Source: an optimization exercise on an open RTL-to-GDS flow (aim: small area, a short achievable clock period and few clock cycles per item). Production flows keep margins and buffers that such runs may drop. Only simulation tests tie the RTL to the original design; equivalence was not proved. Power is estimated from default activity; no workload was simulated.

==> flow/design.v <==
module data_cache #(
    parameter int INDEX_BITS = 3
) (
    input  logic         CLK,
    input  logic         RESET,
    input  logic [3:0]   READ,
    input  logic [2:0]   WRITE,
    input  logic [31:0]  ADDRESS,
    input  logic [31:0]  WRITEDATA,
    output logic [31:0]  READDATA,
    output logic         BUSY_WAIT,
    output logic         MEM_READ,
    output logic         MEM_WRITE,
    output logic [27:0]  MEM_ADDRESS,
    output logic [127:0] MEM_WRITEDATA,
    input  logic [127:0] MEM_READDATA,
    input  logic         MEM_BUSYWAIT
);
    localparam int TAG_BITS = 28 - INDEX_BITS;
    localparam int LINES = 1 << INDEX_BITS;
    logic [127:0] data_arr [LINES];
    logic [TAG_BITS-1:0] tag_arr [LINES];
    logic [LINES-1:0] valid, dirty;
    logic [INDEX_BITS-1:0] idx;
    logic [TAG_BITS-1:0] tag, victim_tag;
    logic [31:0] pick_line, pick_mem;
    logic [3:0] upsel;
    logic [LINES-1:0] dec, match;
    logic [127:0] line;
    logic [31:0] store_lanes;
    logic [15:0] byte_sel, rsel0, rsel1;
    logic [3:0] wsel;
    logic [15:0] sx0, sx1;
    logic is_b, is_h, is_w, sgnd;
    logic [LINES-1:0] fill_l, wb_l, store_l;
    logic wr_req, req, hit, victim_dirty;
    assign idx = ADDRESS[4 +: INDEX_BITS];
    assign tag = ADDRESS[31 -: TAG_BITS];
    assign wr_req = WRITE[2];
    assign req = READ[3] | WRITE[2];
    dc_decode u_dec (.a(idx), .y(dec));
    for (genvar i = 0; i < LINES; i++) begin : g_match
        dc_tag_match u_match (.stored(tag_arr[i]), .valid(valid[i]), .tag(tag), .match(match[i]));
    end
    assign hit = |(dec & match);
    assign victim_dirty = |(dec & valid & dirty);
    dc_select #(.W(128)) u_line (.d({data_arr[7], data_arr[6], data_arr[5], data_arr[4],
                                     data_arr[3], data_arr[2], data_arr[1], data_arr[0]}),
                                 .sel(dec), .y(line));
    dc_select #(.W(TAG_BITS)) u_vtag (.d({tag_arr[7], tag_arr[6], tag_arr[5], tag_arr[4],
                                          tag_arr[3], tag_arr[2], tag_arr[1], tag_arr[0]}),
                                      .sel(dec), .y(victim_tag));
    assign MEM_WRITE = req && !hit && victim_dirty;
    assign MEM_READ = req && !hit && !victim_dirty;
    assign MEM_ADDRESS = victim_dirty ? {victim_tag, idx} : ADDRESS[31:4];
    assign MEM_WRITEDATA = line;
    assign BUSY_WAIT = !hit && (victim_dirty || MEM_BUSYWAIT);
    assign is_b = (READ[1:0] == 2'b00);
    assign is_h = (READ[1:0] == 2'b01);
    assign is_w = READ[1];
    assign sgnd = !READ[2];
    always_comb begin
        for (int k = 0; k < 4; k++)
            wsel[k] = (ADDRESS[3:2] == 2'(k));
        for (int j = 0; j < 16; j++) begin
            rsel0[j] = wsel[j/4] && (is_b ? (ADDRESS[1:0] == 2'(j%4)) :
                                     is_h ? (ADDRESS[1] == 1'((j%4)/2) && (j%2 == 0)) :
                                            (j%4 == 0));
            rsel1[j] = wsel[j/4] && !is_b && (is_h ? (ADDRESS[1] == 1'((j%4)/2) && (j%2 == 1)) :
                                                     (j%4 == 1));
        end
    end
    assign sx0 = rsel0 & {16{sgnd && is_b}};
    assign sx1 = rsel1 & {16{sgnd && is_h}};
    assign upsel = wsel & {4{is_w}};
    dc_pick u_pick_line (.l(line), .s0(rsel0), .s1(rsel1), .sx(sx0 | sx1), .su(upsel),
                         .eb(sgnd && is_b), .y(pick_line));
    dc_pick u_pick_mem (.l(MEM_READDATA), .s0(rsel0), .s1(rsel1), .sx(sx0 | sx1), .su(upsel),
                        .eb(sgnd && is_b), .y(pick_mem));
    assign READDATA = hit ? pick_line : pick_mem;
    always_comb begin
        for (int k = 0; k < 4; k++) begin
            if (WRITE[1])
                store_lanes[8*k +: 8] = WRITEDATA[8*k +: 8];
            else if (WRITE[0])
                store_lanes[8*k +: 8] = WRITEDATA[8*(k%2) +: 8];
            else
                store_lanes[8*k +: 8] = WRITEDATA[7:0];
        end
        for (int j = 0; j < 16; j++)
            byte_sel[j] = wr_req && wsel[j/4] &&
                          (WRITE[1] || (WRITE[0] ? (ADDRESS[1] == 1'((j%4)/2))
                                                 : (ADDRESS[1:0] == 2'(j%4))));
    end
    always_comb begin
        for (int i = 0; i < LINES; i++) begin
            fill_l[i] = dec[i] && req && !match[i] && !(valid[i] && dirty[i]) && !MEM_BUSYWAIT;
            wb_l[i] = dec[i] && req && !match[i] && valid[i] && dirty[i] && !MEM_BUSYWAIT;
            store_l[i] = dec[i] && match[i] && wr_req;
        end
    end
    always_ff @(posedge CLK) begin
        for (int i = 0; i < LINES; i++) begin
            if (RESET) begin
                valid[i] <= 1'b0;
                dirty[i] <= 1'b0;
            end else if (fill_l[i]) begin
                valid[i] <= 1'b1;
                dirty[i] <= wr_req;
            end else if (wb_l[i]) begin
                dirty[i] <= 1'b0;
            end else if (store_l[i]) begin
                dirty[i] <= 1'b1;
            end
        end
    end
    always_ff @(posedge CLK) begin
        for (int i = 0; i < LINES; i++) begin
            if (fill_l[i]) tag_arr[i] <= tag;
            for (int j = 0; j < 16; j++)
                if (fill_l[i] || (store_l[i] && byte_sel[j]))
                    data_arr[i][8*j +: 8] <= byte_sel[j] ? store_lanes[8*(j%4) +: 8]
                                                         : MEM_READDATA[8*j +: 8];
        end
    end
endmodule
module dc_decode (
    input  logic [2:0] a,
    output logic [7:0] y
);
    always_comb
        for (int i = 0; i < 8; i++)
            y[i] = (a == 3'(i));
endmodule
module dc_tag_match (
    input  logic [24:0] stored,
    input  logic        valid,
    input  logic [24:0] tag,
    output logic        match
);
    assign match = valid && (stored == tag);
endmodule
module dc_select #(
    parameter int W = 128
) (
    input  logic [8*W-1:0] d,
    input  logic [7:0]     sel,
    output logic [W-1:0]   y
);
    always_comb begin
        y = '0;
        for (int i = 0; i < 8; i++)
            y = y | (d[W*i +: W] & {W{sel[i]}});
    end
endmodule
module dc_pick (
    input  logic [127:0] l,
    input  logic [15:0]  s0,
    input  logic [15:0]  s1,
    input  logic [15:0]  sx,
    input  logic [3:0]   su,
    input  logic         eb,
    output logic [31:0]  y
);
    always_comb begin
        logic [7:0] b0, b1;
        logic [15:0] up;
        logic sgn;
        b0 = '0;
        b1 = '0;
        up = '0;
        sgn = 1'b0;
        for (int j = 0; j < 16; j++) begin
            b0 = b0 | (l[8*j +: 8] & {8{s0[j]}});
            b1 = b1 | (l[8*j +: 8] & {8{s1[j]}});
            sgn = sgn | (l[8*j+7] & sx[j]);
        end
        for (int k = 0; k < 4; k++)
            up = up | (l[32*k+16 +: 16] & {16{su[k]}});
        y = {up | {16{sgn}}, b1 | {8{sgn && eb}}, b0};
    end
endmodule
==> flow/config.mk <==
export PLATFORM = sky130hd
export DESIGN_NAME = data_cache
export DESIGN_NICKNAME = data_cache
export VERILOG_FILES = /design/flow/design.v
export SDC_FILE = /design/flow/constraint.sdc
export NUM_CORES = 4
export LEC_CHECK = 0
export CAP_MARGIN = 30
export CORE_MARGIN = 2
export CORE_UTILIZATION = 50
export CTS_CLUSTER_DIAMETER = 80
export CTS_CLUSTER_SIZE = 25
export PLACE_DENSITY = 0.65
export SETUP_SLACK_MARGIN = 1.6
export SLEW_MARGIN = 20
export SYNTH_HIERARCHICAL = 1
==> flow/constraint.sdc <==
create_clock -name core_clock -period 5.5 [get_ports {CLK}]
set_input_delay 1.1000 -clock core_clock [delete_from_list [all_inputs] [get_ports {CLK}]]
set_output_delay 1.1000 -clock core_clock [all_outputs]
set_load 0.01 [all_outputs]
standard.sh (not shown) runs the stock make flow with config.mk's settings and CLKGATE_MAP_FILE= SYNTH_SCRIPT=/design/flow/synth_recipe.tcl, a recipe that flattens the netlist after the stock synthesis.
==> flow/flow/run.sh <==
#!/bin/bash
# The standard ORFS layout with two changes to how it is made: the port buffers are a
# plain buffer cell (buf_1) instead of the delay cell buffer_ports picks by default, and
# the resizer may swap a cell for any cell of the same function, not only one with the
# same footprint. Synthesis is the standard one, run unchanged.
set -uo pipefail
bash standard.sh synth > flow_synth.log 2>&1 || exit 1
bash standard.sh MATCH_CELL_FOOTPRINT=0 \
    "BUFFER_PORTS_ARGS=-buffer_cell sky130_fd_sc_hd__buf_1" finish > flow_layout.log 2>&1 || exit 1
The baseline produced a clean layout.
Testbench counts at the start, summed over its fixed seeds: cycles 66,184, accesses 24,000.
Next try:
--- a/flow/flow/run.sh
+++ b/flow/flow/run.sh
@@ -3 +3 @@
-# plain buffer cell (buf_1) instead of the delay cell buffer_ports picks by default, and
+# plain buffer cell (buf_2) instead of the delay cell buffer_ports picks by default, and
@@ -9 +9 @@
-    "BUFFER_PORTS_ARGS=-buffer_cell sky130_fd_sc_hd__buf_1" finish > flow_layout.log 2>&1 || exit 1
+    "BUFFER_PORTS_ARGS=-buffer_cell sky130_fd_sc_hd__buf_2" finish > flow_layout.log 2>&1 || exit 1
CAP_MARGIN = 20   (was 30)
CORE_UTILIZATION = 40   (was 50)
PLACE_DENSITY = 0.6   (was 0.65)
SETUP_SLACK_MARGIN = 1.2   (was 1.6)
Outcome:
- sequential power stays flat
- worst setup slack got worse by 67 ps
- fmax fell by 1.3%
- core utilization shrinks by 12 points
- cell area rises by 0.33%

-- port drivers added, routing unchanged --
The results above use ideal ports. As a check the final layouts listed here were re-extracted and re-timed, cells and wires unchanged.
Step 1 assumes that a clkbuf_16 drives the clock port and a buf_2 every other input.
Step 2 adds t to the input delays and takes it off the output delays; t is the mean of the earliest and latest rising clock arrival at the registers after step 1. Input paths then give back, and output paths get back, about the clock's delay inside the block.
Slacks: ideal ports / drivers / drivers and shift; pairs: ideal ports / drivers.
run	t, ns	slack for setup (ns)	hold slack, ns	worst data-port slew with drivers (ns)
the first run	0.801	0.407 / 0.295 / 0.295	0.495 / 0.495 / 0.495	0.19
the second run	0.770	0.340 / 0.202 / 0.202	0.500 / 0.500 / 0.500	0.23
After both steps every run listed still meets setup and hold. For the second run, which loses most, drivers alone change the setup slack by -0.138 ns; drivers and shift together by -0.138 ns.
